From an optimization exercise on the open Yosys and OpenROAD flow, aimed at small area; shortcuts taken in it are not production practice.
In this exercise RTL edits were held to simulation tests only and were not proved equivalent to the original.

== run 1 ==
==> flow/design.v (excerpt) <==
module ddc_top (
    input  wire logic        i_clock,
    input  wire logic        i_rst_n,
    input  wire logic [31:0] i_sample,
    input  wire logic        i_valid,
    input  wire logic [31:0] i_phase_inc,
    input  wire logic        i_phase_inc_valid,
    output      logic [31:0] o_iq,
    output      logic        o_valid
);
    logic [7:0]  k_early;
    logic [7:0]  k_late;
    logic [15:0] a_i, a_q, b_i, b_q;
    logic [15:0] a_i_q, a_q_q, b_i_q, b_q_q;
    logic        valid_q;
    ddc_nco nco_i (
        .i_clock          (i_clock),
        .i_rst_n          (i_rst_n),
        .i_valid          (i_valid),
        .i_phase_inc      (i_phase_inc),
        .i_phase_inc_valid(i_phase_inc_valid),
        .o_k_early        (k_early),
        .o_k_late         (k_late)
    );
    ddc_mixer_lane mixer_early_i (.i_sample(i_sample[31:16]), .i_k(k_early), .o_i(a_i), .o_q(a_q));
    ddc_mixer_lane mixer_late_i  (.i_sample(i_sample[15:0]),  .i_k(k_late),  .o_i(b_i), .o_q(b_q));
    always_ff @(posedge i_clock) begin
        a_i_q <= a_i;
        a_q_q <= a_q;
        b_i_q <= b_i;
        b_q_q <= b_q;
    end
    always_ff @(posedge i_clock or negedge i_rst_n) begin
        if (!i_rst_n) valid_q <= 1'b0;
        else          valid_q <= i_valid;
  ...
==> flow/config.mk <==
export PLATFORM = sky130hd
export DESIGN_NAME = ddc_top
export DESIGN_NICKNAME = ddc_top
export VERILOG_FILES = /design/flow/design.v
export SDC_FILE = /design/flow/constraint.sdc
export NUM_CORES = 4
export LEC_CHECK = 0
export CAP_MARGIN = 20
export CORE_MARGIN = 2
export CORE_UTILIZATION = 40
export CTS_BUF_LIST = sky130_fd_sc_hd__clkbuf_8 sky130_fd_sc_hd__clkbuf_16
export CTS_CLUSTER_DIAMETER = 100
export CTS_CLUSTER_SIZE = 20
export SLEW_MARGIN = 20
export SYNTH_HIERARCHICAL = 1
==> flow/constraint.sdc <==
create_clock -name core_clock -period 10.0 [get_ports {i_clock}]
set_input_delay 2.0000 -clock core_clock [delete_from_list [all_inputs] [get_ports {i_clock}]]
set_output_delay 2.0000 -clock core_clock [all_outputs]
set_load 0.01 [all_outputs]
standard.sh (not shown) runs the stock make flow with config.mk's settings and CLKGATE_MAP_FILE= SYNTH_SCRIPT=/design/flow/synth_recipe.tcl, a recipe that flattens the netlist after the stock synthesis.
==> flow/flow/run.sh <==
#!/bin/bash
# Layout flow: the standard synthesis, unchanged; then every combinational cell in
# the synthesized netlist is set to its smallest drive strength (registers keep their
# cells), so that the resizer in the standard layout sizes up only what timing, slew
# and capacitance need; then the standard layout from floorplan to finish, with
# every port buffered by the smallest buffer (buf_1) instead of clkdlybuf4s50_1.
set -euo pipefail
R="$PWD/orfs/results/$FLOW_PLATFORM/ddc_top/base"
bash standard.sh synth > synth_run.log 2>&1
cp "$R/1_2_yosys.v" 1_2_yosys.standard.v
python3 flow/downsize.py "$FLOW_HOME/platforms/$FLOW_PLATFORM/lib/sky130_fd_sc_hd__tt_025C_1v80.lib" \
    1_2_yosys.standard.v "$R/1_2_yosys.v" > downsize.log 2>&1
rm -f "$R/1_synth.odb" "$R/1_synth.sdc"
bash standard.sh BUFFER_PORTS_ARGS="-buffer_cell sky130_fd_sc_hd__buf_1" DONT_USE_CELLS="sky130_fd_sc_hd__probe_p_8 sky130_fd_sc_hd__probec_p_8 sky130_fd_sc_hd__lpflow_bleeder_1 sky130_fd_sc_hd__lpflow_clkbufkapwr_1 sky130_fd_sc_hd__lpflow_clkbufkapwr_16 sky130_fd_sc_hd__lpflow_clkbufkapwr_2 sky130_fd_sc_hd__lpflow_clkbufkapwr_4 sky130_fd_sc_hd__lpflow_clkbufkapwr_8 sky130_fd_sc_hd__lpflow_clkinvkapwr_1 sky130_fd_sc_hd__lpflow_clkinvkapwr_16 sky130_fd_sc_hd__lpflow_clkinvkapwr_2 sky130_fd_sc_hd__lpflow_clkinvkapwr_4 sky130_fd_sc_hd__lpflow_clkinvkapwr_8 sky130_fd_sc_hd__lpflow_decapkapwr_12 sky130_fd_sc_hd__lpflow_decapkapwr_3 sky130_fd_sc_hd__lpflow_decapkapwr_4 sky130_fd_sc_hd__lpflow_decapkapwr_6 sky130_fd_sc_hd__lpflow_decapkapwr_8 sky130_fd_sc_hd__lpflow_inputiso0n_1 sky130_fd_sc_hd__lpflow_inputiso0p_1 sky130_fd_sc_hd__lpflow_inputiso1n_1 sky130_fd_sc_hd__lpflow_inputiso1p_1 sky130_fd_sc_hd__lpflow_inputisolatch_1 sky130_fd_sc_hd__lpflow_isobufsrc_1 sky130_fd_sc_hd__lpflow_isobufsrc_16 sky130_fd_sc_hd__lpflow_isobufsrc_2 sky130_fd_sc_hd__lpflow_isobufsrc_4 sky130_fd_sc_hd__lpflow_isobufsrc_8 sky130_fd_sc_hd__lpflow_isobufsrckapwr_16 sky130_fd_sc_hd__lpflow_lsbuf_lh_hl_isowell_tap_1 sky130_fd_sc_hd__lpflow_lsbuf_lh_hl_isowell_tap_2 sky130_fd_sc_hd__lpflow_lsbuf_lh_hl_isowell_tap_4 sky130_fd_sc_hd__lpflow_lsbuf_lh_isowell_4 sky130_fd_sc_hd__lpflow_lsbuf_lh_isowell_tap_1 sky130_fd_sc_hd__lpflow_lsbuf_lh_isowell_tap_2 sky130_fd_sc_hd__lpflow_lsbuf_lh_isowell_tap_4 sky130_fd_sc_hd__buf_4 sky130_fd_sc_hd__buf_6 sky130_fd_sc_hd__buf_8 sky130_fd_sc_hd__buf_12 sky130_fd_sc_hd__buf_16" finish > layout_run.log 2>&1
Other scripts of this flow, unchanged in this note and not shown: flow/flow/downsize.py
What run 2 does differently from run 1 at the input level:
- a change of CORE_UTILIZATION from 40 to 65
- a change of CTS_BUF_LIST from sky130_fd_sc_hd__clkbuf_8 sky130_fd_sc_hd__clkbuf_16 to sky130_fd_sc_hd__clkbuf_4 sky130_fd_sc_hd__clkbuf_8
- a deleted CTS_CLUSTER_DIAMETER that had been 100
- a deleted CTS_CLUSTER_SIZE that had been 20
==> flow/flow/run.sh <==
#!/bin/bash
# Layout flow: the standard synthesis, unchanged; then every combinational cell in
# the synthesized netlist is set to its smallest drive strength (registers keep their
# cells), so that the resizer in the standard layout sizes up only what timing, slew
# and capacitance need; then the standard layout from floorplan to finish.
set -euo pipefail
R="$PWD/orfs/results/$FLOW_PLATFORM/ddc_top/base"
bash standard.sh synth > synth_run.log 2>&1
cp "$R/1_2_yosys.v" 1_2_yosys.standard.v
python3 flow/downsize.py "$FLOW_HOME/platforms/$FLOW_PLATFORM/lib/sky130_fd_sc_hd__tt_025C_1v80.lib" \
    1_2_yosys.standard.v "$R/1_2_yosys.v" > downsize.log 2>&1
rm -f "$R/1_synth.odb" "$R/1_synth.sdc"
bash standard.sh > layout_run.log 2>&1
### Flow results
- a_i_q[15]$_DFF_P_ as the last element of the critical path was reported by run 2, and b_i_q[15]$_DFF_P_ by run 1.
- Run 2: all stages complete, timing, DRC and antenna checks passed
- Run 1 completed every stage of the flow, and the final layout passed the timing, DRC and antenna checks.
- Tap cell count: run 1 and run 2 compared, higher one is run 1
- Relative to run 1, critical path depth has increased by 1 in run 2.
- Comparing run 1 against run 2, there is no change at all in residual overflow from global routing.
- [compare] base=run 1 new=run 2: via count of the first global-routing pass has increased, fmax has decreased.
- Run 2 vs run 1 — floorplan row count dropped by more than 10%
- | die area | lower: run 2 |
For run 3, these inputs were changed with respect to run 2:
- a deleted CTS_BUF_LIST that had been sky130_fd_sc_hd__clkbuf_4 sky130_fd_sc_hd__clkbuf_8
- a change of CORE_UTILIZATION from 65 to 40
--- a/flow/flow/run.sh
+++ b/flow/flow/run.sh
@@ -12,2 +12,2 @@
 rm -f "$R/1_synth.odb" "$R/1_synth.sdc"
-bash standard.sh > layout_run.log 2>&1
+bash standard.sh BUFFER_PORTS_ARGS="-buffer_cell sky130_fd_sc_hd__buf_1" finish > layout_run.log 2>&1
Findings:
The hold slack on run 3 is in line with that on run 2. Cmp run 3 and run 2 / filler cell count / higher: run 3. Utilization of the core after routing, run 3 and run 2, higher one = run 2. Re setup fix buffers added after clock tree synthesis: no difference whatsoever between run 3 and run 2.
## Diff of input files: run 4 against run 3
- an added CTS_CLUSTER_SIZE of 20
- an added CTS_CLUSTER_DIAMETER of 100
- a change of CAP_MARGIN from 20 to 5
- a change of SLEW_MARGIN from 20 to 5
- an added CTS_BUF_LIST of sky130_fd_sc_hd__clkbuf_8 sky130_fd_sc_hd__clkbuf_16
--- a/flow/flow/run.sh
+++ b/flow/flow/run.sh
@@ -4,3 +4,4 @@
 # cells), so that the resizer in the standard layout sizes up only what timing, slew
-# and capacitance need; then the standard layout from floorplan to finish.
+# and capacitance need; then the standard layout from floorplan to finish, with
+# every port buffered by the smallest buffer (buf_1) instead of clkdlybuf4s50_1.
 set -euo pipefail
Results
- Run 4 reached the end of the flow, and the finished layout is clean on the timing, DRC and antenna checks.
- Achievable frequency: run 4 vs run 3, no meaningful difference
- Run 3 -> run 4: largest net degree at the start of global routing delta 0, exact match
- Of the two candidates, run 3 has the better largest clock skew in the final design and run 4 the worse one.
- Re count of buffering cells on the critical path with inverters included: no difference whatsoever between run 3 and run 4.

-- separate check: timing with driven ports --
In the flow no input, the clock included, has a driving cell. The finished layouts below were timed again as built, in two steps. Step 1 (the two cells are an assumption about what drives the block):
set clk [get_ports {i_clock}]
set_driving_cell -lib_cell sky130_fd_sc_hd__clkbuf_16 $clk
set_driving_cell -lib_cell sky130_fd_sc_hd__buf_2 [delete_from_list [all_inputs] $clk]
Step 2 also shifts input and output timing later by t, the mid clock arrival at the registers, as if the neighbouring blocks saw the same clock. Slacks: no drivers / after step 1 / after step 2; pairs: no drivers / after step 1.
run | t, ns | slack for setup (ns) | worst setup path after step 2
run 1 | 0.593 | 0.606 / 0.606 / 0.553 | input to register
run 2 | 0.672 | 0.540 / 0.540 / 0.262 | input to register
run 3 | 0.659 | 0.659 / 0.659 / 0.659 | register to register
run 4 | 0.607 | 0.641 / 0.641 / 0.641 | register to register
After both steps setup and hold are still met in every run listed. For run 2, which loses most, drivers alone change the setup slack by 0.000 ns; drivers and shift together by -0.278 ns.
